From an optimization exercise on the open Yosys and OpenROAD flow, aimed at small area and a short achievable clock period; shortcuts taken in it are not production practice.
At most, simulation tests tie the RTL to the original design; equivalence was not proved.
Power and IR drop assume default switching activity.

==> flow/design.v <==
module mr_aoi22 (input logic a, b, c, d, output logic y);
  assign y = ~((a & b) | (c & d));
endmodule
module mr_nand4 (input logic a, b, c, d, output logic y);
  assign y = ~(a & b & c & d);
endmodule
module mr_oai21 (input logic a, b, c, output logic y);
  assign y = ~((a | b) & c);
endmodule
module mr_oai22 (input logic a, b, c, d, output logic y);
  assign y = ~((a | b) & (c | d));
endmodule
module mr_nand2 (input logic a, b, output logic y);
  assign y = ~(a & b);
endmodule
module mr_sel8 (input logic [7:0] d, input logic [7:0] s, output logic y);
  logic [3:0] n;
  for (genvar j = 0; j < 4; j++) begin : g_a
    mr_aoi22 u_a (.a(d[2*j]), .b(s[2*j]), .c(d[2*j+1]), .d(s[2*j+1]), .y(n[j]));
  end
  mr_nand4 u_o (.a(n[0]), .b(n[1]), .c(n[2]), .d(n[3]), .y(y));
endmodule
module mem_responder #(
  parameter int ADDR_BITS  = 6,
  parameter int RD_LATENCY = 1
) (
  input  logic                 clock,
  input  logic                 reset,
  input  logic [31:0]          Address,
  input  logic                 Wr,
  input  logic [31:0]          Datain,
  output logic [31:0]          Dataout,
  output logic                 rd_valid,
  output logic                 addr_err,
  input  logic                 ld_en,
  input  logic [ADDR_BITS-1:0] ld_addr,
  input  logic [31:0]          ld_data,
  output logic                 ld_clash
);
  localparam int ROWS = 1 << (ADDR_BITS - 2);
  localparam int RB   = ADDR_BITS - 2;
  localparam int NH   = ROWS / 8;    
  logic [7:0] bank [4][ROWS];
  function automatic logic [3:0] shifts(input logic [1:0] off);
    for (int b = 0; b < 4; b++)
      shifts[b] = (2'(b) < off);
  endfunction
  function automatic logic [ROWS-1:0] decode(input logic [RB-1:0] row, input logic en);
    for (int r = 0; r < ROWS; r++)
      decode[r] = en & (row == RB'(r));
  endfunction
  logic [3:0][ROWS-1:0] rd_sel;
  logic [3:0][3:0]      rot_sel;    
  logic [31:0]          rd_word;
  logic [ROWS-1:0] rd_ndec;    
  logic [3:0]      rd_sh;
  assign rd_ndec = ~decode(Address[ADDR_BITS-1:2], 1'b1);
  assign rd_sh   = shifts(Address[1:0]);
  for (genvar b = 0; b < 3; b++) begin : g_rsel
    for (genvar r = 0; r < ROWS; r++) begin : g_row
      mr_oai22 u_s (.a(rd_ndec[r]), .b(rd_sh[b]), .c(rd_ndec[(r+ROWS-1)%ROWS]), .d(~rd_sh[b]),
                    .y(rd_sel[b][r]));
    end
  end
  assign rd_sel[3] = ~rd_ndec;
  always_comb begin
    for (int k = 0; k < 4; k++)
      for (int b = 0; b < 4; b++)
        rot_sel[k][b] = (Address[1:0] == 2'(b - k));
  end
  logic [7:0] part [4][NH];
  for (genvar b = 0; b < 4; b++) begin : g_bank
    for (genvar h = 0; h < NH; h++) begin : g_half
      for (genvar i = 0; i < 8; i++) begin : g_bit
        logic [7:0] d;
        for (genvar r = 0; r < 8; r++) begin : g_row
          assign d[r] = bank[b][8*h+r][i];
        end
        mr_sel8 u_sel (.d(d), .s(rd_sel[b][8*h +: 8]), .y(part[b][h][i]));
      end
    end
  end
  for (genvar k = 0; k < 4; k++) begin : g_lane
    for (genvar i = 0; i < 8; i++) begin : g_bit
      logic [3:0] t;
      for (genvar b = 0; b < 4; b++) begin : g_b
        if (NH == 2) begin : g_two
          mr_oai21 u_t (.a(part[b][0][i]), .b(part[b][1][i]), .c(rot_sel[k][b]), .y(t[b]));
        end else begin : g_any
          logic any;
          always_comb begin
            any = 1'b0;
            for (int h = 0; h < NH; h++) any = any | part[b][h][i];
          end
          assign t[b] = ~(any & rot_sel[k][b]);
        end
      end
      mr_nand4 u_o (.a(t[0]), .b(t[1]), .c(t[2]), .d(t[3]), .y(rd_word[31-8*k-7+i]));
    end
  end
  logic                 ld_go;
  logic                 cpu_go;
  logic [ROWS-1:0]      ld_dec;
  logic [ROWS-1:0]      cpu_dec;
  logic [3:0]           ld_sh;
  logic [3:0][ROWS-1:0] wr_sel;
  logic [3:0][7:0]      wr_byte;
  logic [3:0][7:0]      wd_sel;     
  assign ld_go   = reset & ld_en;
  assign cpu_go  = reset & ~ld_en & Wr;
  assign ld_dec  = decode(ld_addr[ADDR_BITS-1:2], ld_go);
  assign cpu_dec = decode(Address[ADDR_BITS-1:2], cpu_go);
  assign ld_sh   = shifts(ld_addr[1:0]);
  for (genvar b = 0; b < 3; b++) begin : g_wen
    for (genvar r = 0; r < ROWS; r++) begin : g_row
      logic n_ld, n_cpu;
      mr_aoi22 u_l (.a(ld_dec[r]), .b(~ld_sh[b]), .c(ld_dec[(r+ROWS-1)%ROWS]), .d(ld_sh[b]), .y(n_ld));
      mr_aoi22 u_c (.a(cpu_dec[r]), .b(~rd_sh[b]), .c(cpu_dec[(r+ROWS-1)%ROWS]), .d(rd_sh[b]), .y(n_cpu));
      mr_nand2 u_e (.a(n_ld), .b(n_cpu), .y(wr_sel[b][r]));
    end
  end
  assign wr_sel[3] = ld_dec | cpu_dec;
  always_comb begin
    for (int b = 0; b < 4; b++)
      for (int k = 0; k < 4; k++) begin
        wd_sel[b][2*k]   = ld_en & (ld_addr[1:0] == 2'(b - k));
        wd_sel[b][2*k+1] = ~ld_en & (Address[1:0] == 2'(b - k));
      end
  end
  for (genvar b = 0; b < 4; b++) begin : g_wd
    for (genvar i = 0; i < 8; i++) begin : g_bit
      logic [7:0] d;
      for (genvar k = 0; k < 4; k++) begin : g_lane
        assign d[2*k]   = ld_data[31-8*k-7+i];
        assign d[2*k+1] = Datain[31-8*k-7+i];
      end
      mr_sel8 u_sel (.d(d), .s(wd_sel[b]), .y(wr_byte[b][i]));
    end
  end
  always_ff @(posedge clock) begin
    for (int b = 0; b < 4; b++)
      for (int r = 0; r < ROWS; r++)
        if (wr_sel[b][r]) bank[b][r] <= wr_byte[b];
  end
  always_ff @(posedge clock or negedge reset) begin
    if (!reset) begin
      Dataout  <= '0;
      addr_err <= 1'b0;
      rd_valid <= 1'b0;
      ld_clash <= 1'b0;
    end else begin
      Dataout  <= rd_word;
      addr_err <= (Address[31:ADDR_BITS] != '0);
      rd_valid <= 1'b1;
      ld_clash <= ld_en & Wr;
    end
  end
endmodule
==> flow/config.mk <==
export PLATFORM = sky130hd
export DESIGN_NAME = mem_responder
export DESIGN_NICKNAME = mem_responder
export VERILOG_FILES = /design/flow/design.v
export SDC_FILE = /design/flow/constraint.sdc
export NUM_CORES = 4
export LEC_CHECK = 0
export ABC_AREA = 1
export CAP_MARGIN = 20
export CELL_PAD_IN_SITES_DETAIL_PLACEMENT = 1
export CELL_PAD_IN_SITES_GLOBAL_PLACEMENT = 2
export CORE_MARGIN = 2
export CORE_UTILIZATION = 30
export CTS_BUF_LIST = sky130_fd_sc_hd__clkbuf_8
export CTS_CLUSTER_DIAMETER = 80
export CTS_CLUSTER_SIZE = 16
export SETUP_SLACK_MARGIN = 2.6
export SLEW_MARGIN = 20
export SYNTH_HIERARCHICAL = 1
export SYNTH_MINIMUM_KEEP_SIZE = 0
==> flow/constraint.sdc <==
create_clock -name core_clock -period 5.0 [get_ports {clock}]
set_input_delay 1.0000 -clock core_clock [delete_from_list [all_inputs] [get_ports {clock}]]
set_output_delay 1.0000 -clock core_clock [all_outputs]
set_load 0.01 [all_outputs]
standard.sh (not shown) runs the stock make flow with config.mk's settings and CLKGATE_MAP_FILE= SYNTH_SCRIPT=/design/flow/synth_recipe.tcl, a recipe that flattens the netlist after the stock synthesis.
==> flow/flow/run.sh <==
#!/bin/bash
# Own layout flow: the standard ORFS flow, with
#  - extra ORFS make variables from flow/make_vars.txt (one NAME=VALUE per line).
# Every tool's output goes to ORFS's own logs (orfs/logs/...) and the make output to flow_make.log.
set -euo pipefail
W=$(pwd)
F=$W/flow
{
  echo "proc abc {args} {"
  echo "  set i [lsearch -exact \$args -script]"
  echo "  if {\$i >= 0} { lset args [expr {\$i + 1}] {$F/abc.script} }"
  echo "  yosys abc {*}\$args"
  echo "}"
  cat "$W/synth_recipe.tcl"
} > "$W/own_synth.tcl"
vars=("SYNTH_SCRIPT=$W/own_synth.tcl")
if [[ -f $F/make_vars.txt ]]; then
  while IFS= read -r line; do
    [[ -z $line || $line == \#* ]] && continue
    vars+=("$line")
  done < "$F/make_vars.txt"
fi
bash "$W/standard.sh" "${vars[@]}" finish > "$W/flow_make.log" 2>&1
==> flow/flow/abc.script <==
strash
dch
map
topo
stime -c
==> flow/flow/make_vars.txt <==
MATCH_CELL_FOOTPRINT=0
BUFFER_PORTS_ARGS=-buffer_cell sky130_fd_sc_hd__buf_2
Change:
--- a/flow/design.v
+++ b/flow/design.v
@@ -5,14 +5,8 @@
   assign y = ~(a & b & c & d);
 endmodule
 module mr_oai21 (input logic a, b, c, output logic y);
   assign y = ~((a | b) & c);
-endmodule
-module mr_oai22 (input logic a, b, c, d, output logic y);
-  assign y = ~((a | b) & (c | d));
-endmodule
-module mr_nand2 (input logic a, b, output logic y);
-  assign y = ~(a & b);
 endmodule
 module mr_sel8 (input logic [7:0] d, input logic [7:0] s, output logic y);
   logic [3:0] n;
   for (genvar j = 0; j < 4; j++) begin : g_a
@@ -40,30 +34,23 @@
   localparam int ROWS = 1 << (ADDR_BITS - 2);
   localparam int RB   = ADDR_BITS - 2;
   localparam int NH   = ROWS / 8;    
   logic [7:0] bank [4][ROWS];
-  function automatic logic [3:0] shifts(input logic [1:0] off);
+  function automatic logic [4*ROWS-1:0] row_selects(input logic [RB-1:0] row, input logic [1:0] off,
+                                                     input logic en);
+    logic [ROWS-1:0] dec;
+    logic [ROWS-1:0] dec_nx;
+    for (int r = 0; r < ROWS; r++) begin
+      dec[r]    = en & (row == RB'(r));
+      dec_nx[r] = en & (row == RB'(r - 1));
+    end
     for (int b = 0; b < 4; b++)
-      shifts[b] = (2'(b) < off);
-  endfunction
-  function automatic logic [ROWS-1:0] decode(input logic [RB-1:0] row, input logic en);
-    for (int r = 0; r < ROWS; r++)
-      decode[r] = en & (row == RB'(r));
+      row_selects[b*ROWS +: ROWS] = (2'(b) < off) ? dec_nx : dec;
   endfunction
   logic [3:0][ROWS-1:0] rd_sel;
   logic [3:0][3:0]      rot_sel;    
   logic [31:0]          rd_word;
-  logic [ROWS-1:0] rd_ndec;    
-  logic [3:0]      rd_sh;
-  assign rd_ndec = ~decode(Address[ADDR_BITS-1:2], 1'b1);
-  assign rd_sh   = shifts(Address[1:0]);
-  for (genvar b = 0; b < 3; b++) begin : g_rsel
-    for (genvar r = 0; r < ROWS; r++) begin : g_row
-      mr_oai22 u_s (.a(rd_ndec[r]), .b(rd_sh[b]), .c(rd_ndec[(r+ROWS-1)%ROWS]), .d(~rd_sh[b]),
-                    .y(rd_sel[b][r]));
-    end
-  end
-  assign rd_sel[3] = ~rd_ndec;
+  assign rd_sel = row_selects(Address[ADDR_BITS-1:2], Address[1:0], 1'b1);
   always_comb begin
     for (int k = 0; k < 4; k++)
       for (int b = 0; b < 4; b++)
         rot_sel[k][b] = (Address[1:0] == 2'(b - k));
@@ -99,28 +86,18 @@
     end
   end
   logic                 ld_go;
   logic                 cpu_go;
-  logic [ROWS-1:0]      ld_dec;
-  logic [ROWS-1:0]      cpu_dec;
-  logic [3:0]           ld_sh;
+  logic [3:0][ROWS-1:0] ld_sel;
+  logic [3:0][ROWS-1:0] cpu_sel;
   logic [3:0][ROWS-1:0] wr_sel;
   logic [3:0][7:0]      wr_byte;
   logic [3:0][7:0]      wd_sel;     
   assign ld_go   = reset & ld_en;
   assign cpu_go  = reset & ~ld_en & Wr;
-  assign ld_dec  = decode(ld_addr[ADDR_BITS-1:2], ld_go);
-  assign cpu_dec = decode(Address[ADDR_BITS-1:2], cpu_go);
-  assign ld_sh   = shifts(ld_addr[1:0]);
-  for (genvar b = 0; b < 3; b++) begin : g_wen
-    for (genvar r = 0; r < ROWS; r++) begin : g_row
-      logic n_ld, n_cpu;
-      mr_aoi22 u_l (.a(ld_dec[r]), .b(~ld_sh[b]), .c(ld_dec[(r+ROWS-1)%ROWS]), .d(ld_sh[b]), .y(n_ld));
-      mr_aoi22 u_c (.a(cpu_dec[r]), .b(~rd_sh[b]), .c(cpu_dec[(r+ROWS-1)%ROWS]), .d(rd_sh[b]), .y(n_cpu));
-      mr_nand2 u_e (.a(n_ld), .b(n_cpu), .y(wr_sel[b][r]));
-    end
-  end
-  assign wr_sel[3] = ld_dec | cpu_dec;
+  assign ld_sel  = row_selects(ld_addr[ADDR_BITS-1:2], ld_addr[1:0], ld_go);
+  assign cpu_sel = row_selects(Address[ADDR_BITS-1:2], Address[1:0], cpu_go);
+  assign wr_sel  = ld_sel | cpu_sel;
   always_comb begin
     for (int b = 0; b < 4; b++)
       for (int k = 0; k < 4; k++) begin
         wd_sel[b][2*k]   = ld_en & (ld_addr[1:0] == 2'(b - k));
Global-route usage goes up by 1.0 points.
Final area goes down by 1.3%.
Power goes down by 1.0%.
Worst hold slack is about the same.
Sequential power hardly moves.
Routed wire length goes up by 6.3%.
Via count goes up by 5.8%.
Register-to-register slack is better by 0.02 ns.
Core utilization goes down by 1.5 points.
Sequential cell count does not change.
No functional check of the RTL was part of the first run of this note.

---

mem_responder, a different RTL version from the one above (not shown whole).
Size in the first run: about 1600 cells after synthesis, ~550 flip-flops, ~140 I/O pins, roughly 23000 µm² of cells after synthesis.
// mem_responder
module mem_responder #(
  parameter int ADDR_BITS  = 6,
  parameter int RD_LATENCY = 1
) (
  input  logic                 clock,
  input  logic                 reset,
  input  logic [31:0]          Address,
  input  logic                 Wr,
  input  logic [31:0]          Datain,
  output logic [31:0]          Dataout,
  output logic                 rd_valid,
  output logic                 addr_err,
  input  logic                 ld_en,
  input  logic [ADDR_BITS-1:0] ld_addr,
  input  logic [31:0]          ld_data,
  output logic                 ld_clash
);
  localparam int ROWS = 1 << (ADDR_BITS - 2);
  localparam int RB   = ADDR_BITS - 2;
  localparam int NH   = ROWS / 8;    
  logic [7:0] bank [4][ROWS];
  function automatic logic [4*ROWS-1:0] row_selects(input logic [RB-1:0] row, input logic [1:0] off,
                                                     input logic en);
    logic [ROWS-1:0] dec;
    logic [ROWS-1:0] dec_nx;
    for (int r = 0; r < ROWS; r++) begin
      dec[r]    = en & (row == RB'(r));
  ...
==> module mr_nand2, before the edit <==
module mr_nand2 (input logic a, b, output logic y);
  assign y = ~(a & b);
endmodule
==> module mem_responder, before the edit <==
module mem_responder #(
  parameter int ADDR_BITS  = 6,
  parameter int RD_LATENCY = 1
) (
  input  logic                 clock,
  input  logic                 reset,
  input  logic [31:0]          Address,
  input  logic                 Wr,
  input  logic [31:0]          Datain,
  output logic [31:0]          Dataout,
  output logic                 rd_valid,
  output logic                 addr_err,
  input  logic                 ld_en,
  input  logic [ADDR_BITS-1:0] ld_addr,
  input  logic [31:0]          ld_data,
  output logic                 ld_clash
);
  localparam int ROWS = 1 << (ADDR_BITS - 2);
  localparam int RB   = ADDR_BITS - 2;
  localparam int NH   = ROWS / 8;    
  logic [7:0] bank [4][ROWS];
  function automatic logic [4*ROWS-1:0] row_selects(input logic [RB-1:0] row, input logic [1:0] off,
                                                     input logic en);
    logic [ROWS-1:0] dec;
    logic [ROWS-1:0] dec_nx;
    for (int r = 0; r < ROWS; r++) begin
      dec[r]    = en & (row == RB'(r));
      dec_nx[r] = en & (row == RB'(r - 1));
    end
    for (int b = 0; b < 4; b++)
      row_selects[b*ROWS +: ROWS] = (2'(b) < off) ? dec_nx : dec;
  endfunction
  logic [3:0][ROWS-1:0] rd_sel;
  logic [3:0][3:0]      rot_sel;    
  assign rd_sel = row_selects(Address[ADDR_BITS-1:2], Address[1:0], 1'b1);
  always_comb begin
    for (int k = 0; k < 4; k++)
      for (int b = 0; b < 4; b++)
        rot_sel[k][b] = (Address[1:0] == 2'(b - k));
  end
  logic [7:0] part [4][NH];
  for (genvar b = 0; b < 4; b++) begin : g_bank
    for (genvar h = 0; h < NH; h++) begin : g_half
      for (genvar i = 0; i < 8; i++) begin : g_bit
        logic [7:0] d;
        for (genvar r = 0; r < 8; r++) begin : g_row
          assign d[r] = bank[b][8*h+r][i];
        end
        mr_sel8 u_sel (.d(d), .s(rd_sel[b][8*h +: 8]), .y(part[b][h][i]));
      end
    end
  end
  logic [3:0][7:0] bank_rd;
  for (genvar b = 0; b < 4; b++) begin : g_merge
    always_comb begin
      bank_rd[b] = '0;
      for (int h = 0; h < NH; h++) bank_rd[b] = bank_rd[b] | part[b][h];
    end
  end
  logic                 ld_go;
  logic                 cpu_go;
  logic [3:0][ROWS-1:0] ld_sel;
  logic [3:0][ROWS-1:0] cpu_sel;
  logic [3:0][ROWS-1:0] wr_sel;
  logic [3:0][7:0]      wr_byte;
  logic [3:0][7:0]      wd_sel;     
  assign ld_go   = reset & ld_en;
  assign cpu_go  = reset & ~ld_en & Wr;
  assign ld_sel  = row_selects(ld_addr[ADDR_BITS-1:2], ld_addr[1:0], ld_go);
  assign cpu_sel = row_selects(Address[ADDR_BITS-1:2], Address[1:0], cpu_go);
  assign wr_sel  = ld_sel | cpu_sel;
  always_comb begin
    for (int b = 0; b < 4; b++)
      for (int k = 0; k < 4; k++) begin
        wd_sel[b][2*k]   = ld_en & (ld_addr[1:0] == 2'(b - k));
        wd_sel[b][2*k+1] = ~ld_en & (Address[1:0] == 2'(b - k));
      end
  end
  for (genvar b = 0; b < 4; b++) begin : g_wd
    for (genvar i = 0; i < 8; i++) begin : g_bit
      logic [7:0] d;
      for (genvar k = 0; k < 4; k++) begin : g_lane
        assign d[2*k]   = ld_data[31-8*k-7+i];
        assign d[2*k+1] = Datain[31-8*k-7+i];
      end
      mr_sel8 u_sel (.d(d), .s(wd_sel[b]), .y(wr_byte[b][i]));
    end
  end
  always_ff @(posedge clock) begin
    for (int b = 0; b < 4; b++)
      for (int r = 0; r < ROWS; r++)
        if (wr_sel[b][r]) bank[b][r] <= wr_byte[b];
  end
  logic [3:0][7:0] bank_q;     
  logic [3:0][3:0] rot_q;      
  always_ff @(posedge clock or negedge reset) begin
    if (!reset) begin
      bank_q   <= '0;
      addr_err <= 1'b0;
      rd_valid <= 1'b0;
      ld_clash <= 1'b0;
    end else begin
      bank_q   <= bank_rd;
      addr_err <= (Address[31:ADDR_BITS] != '0);
      rd_valid <= 1'b1;
      ld_clash <= ld_en & Wr;
    end
  end
  always_ff @(posedge clock) begin
    rot_q <= rot_sel;
  end
  for (genvar k = 0; k < 4; k++) begin : g_lane
    for (genvar i = 0; i < 8; i++) begin : g_bit
      logic [1:0] t;
      mr_aoi22 u_a0 (.a(bank_q[0][i]), .b(rot_q[k][0]), .c(bank_q[1][i]), .d(rot_q[k][1]), .y(t[0]));
      mr_aoi22 u_a1 (.a(bank_q[2][i]), .b(rot_q[k][2]), .c(bank_q[3][i]), .d(rot_q[k][3]), .y(t[1]));
      mr_nand2 u_o (.a(t[0]), .b(t[1]), .y(Dataout[31-8*k-7+i]));
    end
  end
endmodule
==> flow/config.mk <==
export PLATFORM = sky130hd
export DESIGN_NAME = mem_responder
export DESIGN_NICKNAME = mem_responder
export VERILOG_FILES = /design/flow/design.v
export SDC_FILE = /design/flow/constraint.sdc
export NUM_CORES = 4
export LEC_CHECK = 0
export ABC_AREA = 1
export CAP_MARGIN = 20
export CELL_PAD_IN_SITES_DETAIL_PLACEMENT = 1
export CELL_PAD_IN_SITES_GLOBAL_PLACEMENT = 2
export CORE_MARGIN = 2
export CORE_UTILIZATION = 30
export CTS_BUF_LIST = sky130_fd_sc_hd__clkbuf_8
export CTS_CLUSTER_DIAMETER = 80
export CTS_CLUSTER_SIZE = 16
export SETUP_SLACK_MARGIN = 2.6
export SLEW_MARGIN = 20
export SYNTH_HIERARCHICAL = 1
export SYNTH_MINIMUM_KEEP_SIZE = 0
==> flow/constraint.sdc <==
create_clock -name core_clock -period 5.0 [get_ports {clock}]
set_input_delay 1.0000 -clock core_clock [delete_from_list [all_inputs] [get_ports {clock}]]
set_output_delay 1.0000 -clock core_clock [all_outputs]
set_load 0.01 [all_outputs]
Scripts as last shown in full above: flow/flow/run.sh, flow/flow/abc.script, flow/flow/make_vars.txt
Then changed:
--- a/flow/design.v
+++ b/flow/design.v
@@ -1,14 +1,14 @@
 module mr_aoi22 (input logic a, b, c, d, output logic y);
   assign y = ~((a & b) | (c & d));
 endmodule
 module mr_nand4 (input logic a, b, c, d, output logic y);
   assign y = ~(a & b & c & d);
 endmodule
-module mr_nand2 (input logic a, b, output logic y);
-  assign y = ~(a & b);
+module mr_oai21 (input logic a, b, c, output logic y);
+  assign y = ~((a | b) & c);
 endmodule
 module mr_sel8 (input logic [7:0] d, input logic [7:0] s, output logic y);
   logic [3:0] n;
   for (genvar j = 0; j < 4; j++) begin : g_a
     mr_aoi22 u_a (.a(d[2*j]), .b(s[2*j]), .c(d[2*j+1]), .d(s[2*j+1]), .y(n[j]));
   end
@@ -34,23 +34,22 @@
   localparam int ROWS = 1 << (ADDR_BITS - 2);
   localparam int RB   = ADDR_BITS - 2;
   localparam int NH   = ROWS / 8;    
   logic [7:0] bank [4][ROWS];
   function automatic logic [4*ROWS-1:0] row_selects(input logic [RB-1:0] row, input logic [1:0] off,
                                                      input logic en);
-    logic [ROWS-1:0] dec;
-    logic [ROWS-1:0] dec_nx;
-    for (int r = 0; r < ROWS; r++) begin
-      dec[r]    = en & (row == RB'(r));
-      dec_nx[r] = en & (row == RB'(r - 1));
+    for (int b = 0; b < 4; b++) begin
+      logic [RB-1:0] rb;
+      rb = row + RB'(2'(b) < off);
+      for (int r = 0; r < ROWS; r++)
+        row_selects[b*ROWS + r] = en & (rb == RB'(r));
     end
-    for (int b = 0; b < 4; b++)
-      row_selects[b*ROWS +: ROWS] = (2'(b) < off) ? dec_nx : dec;
   endfunction
   logic [3:0][ROWS-1:0] rd_sel;
   logic [3:0][3:0]      rot_sel;    
+  logic [31:0]          rd_word;
   assign rd_sel = row_selects(Address[ADDR_BITS-1:2], Address[1:0], 1'b1);
   always_comb begin
     for (int k = 0; k < 4; k++)
       for (int b = 0; b < 4; b++)
         rot_sel[k][b] = (Address[1:0] == 2'(b - k));
   end
@@ -63,17 +62,28 @@
           assign d[r] = bank[b][8*h+r][i];
         end
         mr_sel8 u_sel (.d(d), .s(rd_sel[b][8*h +: 8]), .y(part[b][h][i]));
       end
     end
   end
-  logic [3:0][7:0] bank_rd;
-  for (genvar b = 0; b < 4; b++) begin : g_merge
-    always_comb begin
-      bank_rd[b] = '0;
-      for (int h = 0; h < NH; h++) bank_rd[b] = bank_rd[b] | part[b][h];
+  for (genvar k = 0; k < 4; k++) begin : g_lane
+    for (genvar i = 0; i < 8; i++) begin : g_bit
+      logic [3:0] t;
+      for (genvar b = 0; b < 4; b++) begin : g_b
+        if (NH == 2) begin : g_two
+          mr_oai21 u_t (.a(part[b][0][i]), .b(part[b][1][i]), .c(rot_sel[k][b]), .y(t[b]));
+        end else begin : g_any
+          logic any;
+          always_comb begin
+            any = 1'b0;
+            for (int h = 0; h < NH; h++) any = any | part[b][h][i];
+          end
+          assign t[b] = ~(any & rot_sel[k][b]);
+        end
+      end
+      mr_nand4 u_o (.a(t[0]), .b(t[1]), .c(t[2]), .d(t[3]), .y(rd_word[31-8*k-7+i]));
     end
   end
   logic                 ld_go;
   logic                 cpu_go;
   logic [3:0][ROWS-1:0] ld_sel;
   logic [3:0][ROWS-1:0] cpu_sel;
@@ -104,33 +114,20 @@
   end
   always_ff @(posedge clock) begin
     for (int b = 0; b < 4; b++)
       for (int r = 0; r < ROWS; r++)
         if (wr_sel[b][r]) bank[b][r] <= wr_byte[b];
   end
-  logic [3:0][7:0] bank_q;     
-  logic [3:0][3:0] rot_q;      
   always_ff @(posedge clock or negedge reset) begin
     if (!reset) begin
-      bank_q   <= '0;
+      Dataout  <= '0;
       addr_err <= 1'b0;
       rd_valid <= 1'b0;
       ld_clash <= 1'b0;
     end else begin
-      bank_q   <= bank_rd;
+      Dataout  <= rd_word;
       addr_err <= (Address[31:ADDR_BITS] != '0);
       rd_valid <= 1'b1;
       ld_clash <= ld_en & Wr;
     end
   end
-  always_ff @(posedge clock) begin
-    rot_q <= rot_sel;
-  end
-  for (genvar k = 0; k < 4; k++) begin : g_lane
-    for (genvar i = 0; i < 8; i++) begin : g_bit
-      logic [1:0] t;
-      mr_aoi22 u_a0 (.a(bank_q[0][i]), .b(rot_q[k][0]), .c(bank_q[1][i]), .d(rot_q[k][1]), .y(t[0]));
-      mr_aoi22 u_a1 (.a(bank_q[2][i]), .b(rot_q[k][2]), .c(bank_q[3][i]), .d(rot_q[k][3]), .y(t[1]));
-      mr_nand2 u_o (.a(t[0]), .b(t[1]), .y(Dataout[31-8*k-7+i]));
-    end
-  end
 endmodule
The changed run passed the timing, design-rule and antenna checks.
Via count goes down by about 3.3%.
Setup slack gets better by 0.038 ns.
Sequential power went down by about 2%.
Hold slack gets worse by 0.38 ns.
Wire length fell by about 3%.
Synthesized cell count shrinks by 1.2%.
Final area came out higher by about 5%.
Die area went down by about 1.1%.
Clock skew is about the same.
Power increases by about 8%.
Count of clock-buffer cells in the layout rose by 4.
Clock power climbs by 17%.
Flip-flop and latch count came out lower by 4.
No run of this note included a check of the RTL's function; only the layout flow was run.

-- static timing again, ports no longer ideal --
The results above use ideal ports. As a check the final layouts listed here were re-extracted and re-timed, cells and wires unchanged.
Step 1: set_driving_cell puts a clkbuf_16 on clock and a buf_2 on each other input, an assumption about the parent block.
Step 2, shift: input delay + t, output delay - t, t = (earliest + latest rising clock arrival at the registers) / 2. This alone moves slack from input paths to output paths.
a / b / c = ideal / step 1 / step 2; a / b = the first two.
| run | shift t [ns] | setup slack, ns | latest minus earliest clock arrival (ns) | worst register clock-pin slew, ns | pins driven straight from the clock port |
|---|---|---|---|---|---|
| the first run of note 1 | 0.700 | 2.476 / 2.480 / 1.780 | 0.048 / 0.048 | 0.11 / 0.11 | 1 |
| the second run of note 1 | 0.699 | 2.575 / 2.564 / 1.865 | 0.042 / 0.042 | 0.11 / 0.11 | 1 |
| the first run of note 2 | 0.670 | 2.364 / 2.301 / 1.864 | 0.042 / 0.041 | 0.11 / 0.11 | 1 |
| the second run of note 2 | 0.712 | 2.402 / 2.398 / 1.687 | 0.022 / 0.023 | 0.11 / 0.11 | 1 |
After both steps setup and hold are still met in every run listed. For the second run of note 2, which loses most, drivers alone change the setup slack by -0.004 ns; drivers and shift together by -0.715 ns.
